Context: an optimization exercise on an open-source flow, tuned for small area. The choices shown serve that exercise and are no tape-out recipe. Only simulation tests tie the RTL to the original design; equivalence was not proved. No driver is modelled on the clock port, so clocking that relies on it looks cheaper here than on a real chip.

==> wip/zinc <==
==> flow/design.v <==
module conv3x3_window_gen #(
  parameter int DATA_W = 128,
  parameter int ROW_W  = 12,
  parameter int ROW_H  = 12
) (
  input  logic                    clk,
  input  logic                    rst,
  input  logic                    in_valid,
  input  logic [DATA_W-1:0]       in_data,
  input  logic [DATA_W-1:0]       row1_data,
  input  logic [DATA_W-1:0]       row2_data,
  output logic                    out_valid,
  output logic [9*DATA_W-1:0]     out_window,
  output logic [$clog2(ROW_H)-1:0] out_row,
  output logic [$clog2(ROW_W)-1:0] out_col,
  output logic                    frame_done,
  output logic                    stream_err
);
  localparam int RW = $clog2(ROW_H);
  localparam int CW = $clog2(ROW_W);
  localparam logic [RW-1:0] ROW_LAST = RW'(ROW_H - 1);
  localparam logic [CW-1:0] COL_LAST = CW'(ROW_W - 1);
  logic [RW-1:0]                row_q, row_d, orow_q;
  logic [CW-1:0]                col_q, col_d, ocol_q;
  logic [2:0][2:0][DATA_W-1:0]  win_q;
  logic                         vld_d, vld_q, done_d, done_q, err_d, err_q;
  logic                         busy, col_last, row_last;
  assign busy     = (row_q != '0) || (col_q != '0);
  assign col_last = (col_q == COL_LAST);
  assign row_last = (row_q == ROW_LAST);
  always_comb begin
    row_d  = row_q;
    col_d  = col_q;
    vld_d  = 1'b0;
    done_d = 1'b0;
    err_d  = 1'b0;
    if (in_valid) begin
      vld_d  = (row_q >= RW'(2)) && (col_q >= CW'(2));
      done_d = row_last && col_last;
      if (col_last) begin
        col_d = '0;
        row_d = row_last ? '0 : row_q + RW'(1);
      end else begin
        col_d = col_q + CW'(1);
      end
    end else if (busy) begin
      row_d = '0;
      col_d = '0;
      err_d = 1'b1;
    end
  end
  always_ff @(posedge clk or posedge rst) begin
    if (rst) begin
      row_q  <= '0;
      col_q  <= '0;
      vld_q  <= 1'b0;
      done_q <= 1'b0;
      err_q  <= 1'b0;
    end else begin
      row_q  <= row_d;
      col_q  <= col_d;
      vld_q  <= vld_d;
      done_q <= done_d;
      err_q  <= err_d;
    end
  end
  always_ff @(posedge clk) begin
    win_q[0][0] <= win_q[0][1];
    win_q[0][1] <= win_q[0][2];
    win_q[1][0] <= win_q[1][1];
    win_q[1][1] <= win_q[1][2];
    win_q[2][0] <= win_q[2][1];
    win_q[2][1] <= win_q[2][2];
    win_q[0][2] <= row2_data;
    win_q[1][2] <= row1_data;
    win_q[2][2] <= in_data;
    orow_q      <= row_q - RW'(2);
    ocol_q      <= col_q - CW'(2);
  end
  assign out_valid  = vld_q;
  assign out_window = win_q;
  assign out_row    = orow_q;
  assign out_col    = ocol_q;
  assign frame_done = done_q;
  assign stream_err = err_q;
endmodule
==> flow/flow/run.sh <==
#!/bin/bash
# Standard ORFS layout with smaller port buffers, denser pin spacing and a leaner clock tree.
set -euo pipefail
export BUFFER_PORTS_ARGS="-buffer_cell sky130_fd_sc_hd__buf_1"
export PLACE_PINS_ARGS="-min_distance 1 -min_distance_in_tracks"
export CTS_ARGS="-sink_clustering_enable -repair_clock_nets -dont_use_dummy_load -buf_list sky130_fd_sc_hd__clkbuf_8 -sink_clustering_size 20"
bash standard.sh > standard.log 2>&1
==> flow/standard.sh <==
#!/bin/bash
# synth_recipe.tcl (not shown) runs the flow's synth.tcl, then flattens the netlist and writes it again
# the make line also repeats each setting of config.mk as NAME=value (left out here)
make -C /OpenROAD-flow-scripts/flow DESIGN_CONFIG=/design/flow/config.mk WORK_HOME=/design/flow/orfs CLKGATE_MAP_FILE= SYNTH_SCRIPT=/design/flow/synth_recipe.tcl "${@:-finish}"
==> flow/config.mk <==
export PLATFORM = sky130hd
export DESIGN_NAME = conv3x3_window_gen
export DESIGN_NICKNAME = conv3x3_window_gen
export VERILOG_FILES = /design/flow/design.v
export SDC_FILE = /design/flow/constraint.sdc
export NUM_CORES = 4
export LEC_CHECK = 0
export CAP_MARGIN = 20
export CORE_AREA = 12 12 228 228
export DIE_AREA = 0 0 240 240
export SLEW_MARGIN = 20
==> flow/constraint.sdc <==
create_clock -name core_clock -period 5.0 [get_ports {clk}]
set_input_delay 1.0000 -clock core_clock [delete_from_list [all_inputs] [get_ports {clk}]]
set_output_delay 1.0000 -clock core_clock [all_outputs]
set_load 0.01 [all_outputs]
==> inputs of wip/pepper, as changes to wip/zinc <==
==> flow/design.v, changed modules only <==
module conv3x3_window_gen #(
  parameter int DATA_W = 128,
  parameter int ROW_W  = 12,
  parameter int ROW_H  = 12
) (
  input  logic                    clk,
  input  logic                    rst,
  input  logic                    in_valid,
  input  logic [DATA_W-1:0]       in_data,
  input  logic [DATA_W-1:0]       row1_data,
  input  logic [DATA_W-1:0]       row2_data,
  output logic                    out_valid,
  output logic [9*DATA_W-1:0]     out_window,
  output logic [$clog2(ROW_H)-1:0] out_row,
  output logic [$clog2(ROW_W)-1:0] out_col,
  output logic                    frame_done,
  output logic                    stream_err
);
  localparam int RW = $clog2(ROW_H);
  localparam int CW = $clog2(ROW_W);
  localparam logic [RW-1:0] ROW_END  = RW'(ROW_H - 3);   
  localparam logic [CW-1:0] COL_END  = CW'(ROW_W - 3);   
  localparam logic [RW-1:0] ROW_TOP  = RW'(ROW_H - 1);   
  localparam logic [CW-1:0] COL_TOP  = CW'(ROW_W - 1);   
  logic [RW-1:0]                row_q, row_d;
  logic [CW-1:0]                col_q, col_d;
  logic [2:0][2:0][DATA_W-1:0]  win_q;
  logic                         vld_d, vld_q, done_d, done_q, err_d, err_q;
  logic                         idle, col_end;
  function automatic logic [3:0] inc12(input logic [3:0] v);   
    inc12[0] = ~v[0];
    inc12[1] = v[1] ^ v[0];
    inc12[2] = ~v[3] & (v[2] ^ (v[1] & v[0]));
    inc12[3] = (v[3] & ~(v[1] & v[0])) | (v[2] & v[1] & v[0]);
  endfunction
  function automatic logic is9(input logic [3:0] v);
    is9 = v[3] & ~v[1] & v[0];
  endfunction
  assign col_end = is9(col_q);                  
  assign idle    = is9(row_q) && col_end;
  always_comb begin
    if (in_valid) begin
      col_d = inc12(col_q);
      row_d = col_end ? inc12(row_q) : row_q;
    end else begin
      col_d = COL_END;
      row_d = ROW_END;
    end
    err_d  = !in_valid && !idle;
    vld_d  = in_valid && !(col_q[3] && (col_q[1] ^ col_q[0])) && !(row_q[3] && row_q[1]);
    done_d = in_valid && is9(row_q) && col_q[3] && !col_q[1] && !col_q[0];
  end
  always_ff @(posedge clk or posedge rst) begin
    if (rst) begin
      row_q  <= ROW_END;
      col_q  <= COL_END;
      vld_q  <= 1'b0;
      done_q <= 1'b0;
      err_q  <= 1'b0;
    end else begin
      row_q  <= row_d;
      col_q  <= col_d;
      vld_q  <= vld_d;
      done_q <= done_d;
      err_q  <= err_d;
    end
  end
  always_ff @(posedge clk) begin
    win_q[0][0] <= win_q[0][1];
    win_q[0][1] <= win_q[0][2];
    win_q[1][0] <= win_q[1][1];
    win_q[1][1] <= win_q[1][2];
    win_q[2][0] <= win_q[2][1];
    win_q[2][1] <= win_q[2][2];
    win_q[0][2] <= row2_data;
    win_q[1][2] <= row1_data;
    win_q[2][2] <= in_data;
  end
  assign out_valid  = vld_q;
  assign out_window = win_q;
  assign out_row    = row_q;
  assign out_col    = col_q;
  assign frame_done = done_q;
  assign stream_err = err_q;
endmodule
==> flow/flow/run.sh (replaced) <==
#!/bin/bash
# Standard ORFS layout with the smallest port buffers, pins one routing track apart and a
# clock tree of mid-size clock buffers without dummy loads.
set -euo pipefail
export BUFFER_PORTS_ARGS="-buffer_cell sky130_fd_sc_hd__buf_1"
export PLACE_PINS_ARGS="-min_distance 1 -min_distance_in_tracks"
export CTS_ARGS="-sink_clustering_enable -repair_clock_nets -dont_use_dummy_load -buf_list sky130_fd_sc_hd__clkbuf_8 -sink_clustering_size 18 -sink_clustering_max_diameter 50"
bash standard.sh > standard.log 2>&1
==> inputs of wip/xenon, as changes to wip/zinc <==
==> flow/design.v, changed modules only <==
module conv3x3_window_gen #(
  parameter int DATA_W = 128,
  parameter int ROW_W  = 12,
  parameter int ROW_H  = 12
) (
  input  logic                    clk,
  input  logic                    rst,
  input  logic                    in_valid,
  input  logic [DATA_W-1:0]       in_data,
  input  logic [DATA_W-1:0]       row1_data,
  input  logic [DATA_W-1:0]       row2_data,
  output logic                    out_valid,
  output logic [9*DATA_W-1:0]     out_window,
  output logic [$clog2(ROW_H)-1:0] out_row,
  output logic [$clog2(ROW_W)-1:0] out_col,
  output logic                    frame_done,
  output logic                    stream_err
);
  localparam int RW = $clog2(ROW_H);
  localparam int CW = $clog2(ROW_W);
  localparam logic [RW-1:0] ROW_END  = RW'(ROW_H - 3);   
  localparam logic [CW-1:0] COL_END  = CW'(ROW_W - 3);   
  localparam logic [RW-1:0] ROW_TOP  = RW'(ROW_H - 1);   
  localparam logic [CW-1:0] COL_TOP  = CW'(ROW_W - 1);   
  logic [RW-1:0]                row_q, row_d;
  logic [CW-1:0]                col_q, col_d;
  logic [2:0][2:0][DATA_W-1:0]  win_q;
  logic                         vld_d, vld_q, done_d, done_q, err_d, err_q;
  logic                         idle, col_end;
  function automatic logic [3:0] inc12(input logic [3:0] v);   
    inc12[0] = ~v[0];
    inc12[1] = v[1] ^ v[0];
    inc12[2] = ~v[3] & (v[2] ^ (v[1] & v[0]));
    inc12[3] = (v[3] & ~(v[1] & v[0])) | (v[2] & v[1] & v[0]);
  endfunction
  function automatic logic is9(input logic [3:0] v);
    is9 = v[3] & ~v[1] & v[0];
  endfunction
  assign col_end = is9(col_q);                  
  assign idle    = is9(row_q) && col_end;
  always_comb begin
    if (in_valid) begin
      col_d = inc12(col_q);
      row_d = col_end ? inc12(row_q) : row_q;
    end else begin
      col_d = COL_END;
      row_d = ROW_END;
    end
    err_d  = !in_valid && !idle;
    vld_d  = in_valid && !(col_q[3] && (col_q[1] ^ col_q[0])) && !(row_q[3] && row_q[1]);
    done_d = in_valid && is9(row_q) && col_q[3] && !col_q[1] && !col_q[0];
  end
  always_ff @(posedge clk or posedge rst) begin
    if (rst) begin
      row_q  <= ROW_END;
      col_q  <= COL_END;
      vld_q  <= 1'b0;
      done_q <= 1'b0;
      err_q  <= 1'b0;
    end else begin
      row_q  <= row_d;
      col_q  <= col_d;
      vld_q  <= vld_d;
      done_q <= done_d;
      err_q  <= err_d;
    end
  end
  always_ff @(posedge clk) begin
    win_q[0][0] <= win_q[0][1];
    win_q[0][1] <= win_q[0][2];
    win_q[1][0] <= win_q[1][1];
    win_q[1][1] <= win_q[1][2];
    win_q[2][0] <= win_q[2][1];
    win_q[2][1] <= win_q[2][2];
    win_q[0][2] <= row2_data;
    win_q[1][2] <= row1_data;
    win_q[2][2] <= in_data;
  end
  assign out_valid  = vld_q;
  assign out_window = win_q;
  assign out_row    = row_q;
  assign out_col    = col_q;
  assign frame_done = done_q;
  assign stream_err = err_q;
endmodule
==> flow/flow/run.sh (replaced) <==
#!/bin/bash
# Standard ORFS layout with the smallest port buffers, pins one routing track apart and a
# clock tree of mid-size clock buffers without dummy loads, each buffer then sized down as far
# as the register clock-pin slew target allows (flow/post_cts.tcl).
set -euo pipefail
export BUFFER_PORTS_ARGS="-buffer_cell sky130_fd_sc_hd__buf_1"
export PLACE_PINS_ARGS="-min_distance 1 -min_distance_in_tracks"
export CTS_ARGS="-sink_clustering_enable -repair_clock_nets -dont_use_dummy_load -apply_ndr none -buf_list sky130_fd_sc_hd__clkbuf_8 -sink_clustering_size 18 -sink_clustering_max_diameter 50"
export POST_CTS_TCL="$PWD/flow/post_cts.tcl"
export CLK_SLEW_TARGET=0.108
bash standard.sh > standard.log 2>&1
==> flow/flow/post_cts.tcl (new file) <==
# Size the clock tree's buffers down to the smallest clkbuf that keeps every register clock
# pin's slew (placement estimate) under CLK_SLEW_TARGET.
proc ck_pin_slew {pins} {
  set w 0
  foreach p $pins {
    foreach a {slew_max_rise slew_max_fall} {
      set s [get_property $p $a]
      if {$s > $w} { set w $s }
    }
  }
  return $w
}
proc ck_size_tree {target} {
  set sizes {sky130_fd_sc_hd__clkbuf_2 sky130_fd_sc_hd__clkbuf_4 sky130_fd_sc_hd__clkbuf_8 sky130_fd_sc_hd__clkbuf_16}
  set all_ck [get_pins -hierarchical */CLK]
  set leaves {}
  set inner {}
  foreach inst [get_cells clkbuf_*] {
    if {![string match "sky130_fd_sc_hd__clkbuf_*" [get_property $inst ref_name]]} { continue }
    set net [get_nets -of_objects [get_pins -of_objects $inst -filter "direction==output"]]
    set sinks [get_pins -of_objects $net -filter "direction==input"]
    set ff {}
    foreach p $sinks { if {[get_property $p name] eq "CLK"} { lappend ff $p } }
    if {[llength $ff] > 0} { lappend leaves [list $inst $ff] } else { lappend inner $inst }
  }
  # leaves: each one's own registers
  foreach l $leaves {
    lassign $l inst ff
    set orig [get_property $inst ref_name]
    set best [lindex $sizes end]
    foreach m $sizes {
      replace_cell $inst $m
      estimate_parasitics -placement
      if {[ck_pin_slew $ff] <= $target} { set best $m; break }
    }
    replace_cell $inst $best
  }
  estimate_parasitics -placement
  # inner buffers: all registers
  set limit [expr {max($target, [ck_pin_slew $all_ck])}]
  foreach inst $inner {
    set orig [get_property $inst ref_name]
    set best $orig
    foreach m $sizes {
      if {$m eq $orig} { break }
      replace_cell $inst $m
      estimate_parasitics -placement
      if {[ck_pin_slew $all_ck] <= $limit} { set best $m; break }
    }
    replace_cell $inst $best
    estimate_parasitics -placement
  }
  puts "clock tree sized: [llength $leaves] leaves, [llength $inner] inner, worst clock pin slew [ck_pin_slew $all_ck]"
}
ck_size_tree $::env(CLK_SLEW_TARGET)
Settings changed: CORE_AREA 12 12 228 228 to 32 32 248 248, DIE_AREA 0 0 240 240 to 0 0 280 280.
==> results.sh <==
export IMPL_placed_area_mm2=0.03048
export IMPL_grt_met3_usage_pct=31.02
export IMPL_top_layer="met5"
export IMPL_clock_skew_ps=51.66
export IMPL_worst_hold_slack_ps=202.0
export IMPL_drive_gt1_share_pct=5.641
export IMPL_grt_first_pass_wirelength_um=158800
export IMPL_status="complete, no violations"
export IMPL_intPower_mw=13.04
export IMPL_synth_area_leaders="dfxtp_1 97%, dfrtp_1 1.2%, ha_1 0.52%, inv_1 0.19%, o31ai_1 0.094%"
That was wip/zinc.
==> results.sh <==
export IMPL_status="complete, no violations"
export IMPL_top_layer="met5"
export IMPL_multi_input_area_um2=195.2
export IMPL_clkPwrFrac_pct=25.4
export IMPL_setup_viol=0
export IMPL_intPower_mw=11.49
export IMPL_grt_met3_usage_pct=30.58
export IMPL_clock_skew_ps=127.4
export IMPL_grt_first_pass_wirelength_um=185900
export IMPL_cts_tree="done"
export IMPL_placed_area_mm2=0.03012
export IMPL_drive_gt1_share_pct=2.497
export IMPL_drv_slew=0
export IMPL_worst_hold_slack_ps=171.0
export IMPL_synth_area_leaders="dfxtp_1 98%, dfrtp_1 0.74%, dfstp_2 0.45%, ha_1 0.11%, nand2_1 0.080%"
That was wip/xenon.
==> results.sh <==
export IMPL_synth_mux_area_share_pct=0.04251
export IMPL_error="[ERROR GRT-0116] Global routing finished with congestion. Check the congestion regions in the DRC Viewer."
export IMPL_status="stopped before the end"
export IMPL_failed_stage="global routing"
export IMPL_ys_seq_area_share_pct=99.14
export IMPL_cts_setup_buffers=0
export IMPL_rows=78
export IMPL_clk_path_buf_depth=3
export IMPL_yosysWarnings=1
export IMPL_placed_area_mm2=0.03011
export IMPL_grt_met3_usage_pct=28.98
export IMPL_synth_area_leaders="dfxtp_1 98%, dfrtp_1 0.74%, dfstp_2 0.45%, ha_1 0.11%, nand2_1 0.080%"
export IMPL_pin_count=1550
export IMPL_grt_first_pass_wirelength_um=161100
That was wip/pepper.

[what the ideal ports hide]
The results above use ideal ports. As a check the final layouts listed here were re-extracted and re-timed, cells and wires unchanged. Step 1 (the two cells are an assumption about what drives the block):
set clk [get_ports {clk}]
set_driving_cell -lib_cell sky130_fd_sc_hd__clkbuf_16 $clk
set_driving_cell -lib_cell sky130_fd_sc_hd__buf_2 [delete_from_list [all_inputs] $clk]
Step 2, shift: input delay + t, output delay - t, t = (earliest + latest rising clock arrival at the registers) / 2. This alone moves slack from input paths to output paths. Slacks: no drivers / after step 1 / after step 2; pairs: no drivers / after step 1.
| run | t (ns) | setup slack, ns | clock arrival spread, ns |
|---|---|---|---|
| wip/zinc | 0.830 | 2.354 / 2.295 / 2.751 | 0.072 / 0.073 |
| wip/xenon | 1.174 | 1.899 / 1.840 / 2.921 | 0.138 / 0.138 |
After both steps every run listed still meets setup and hold.
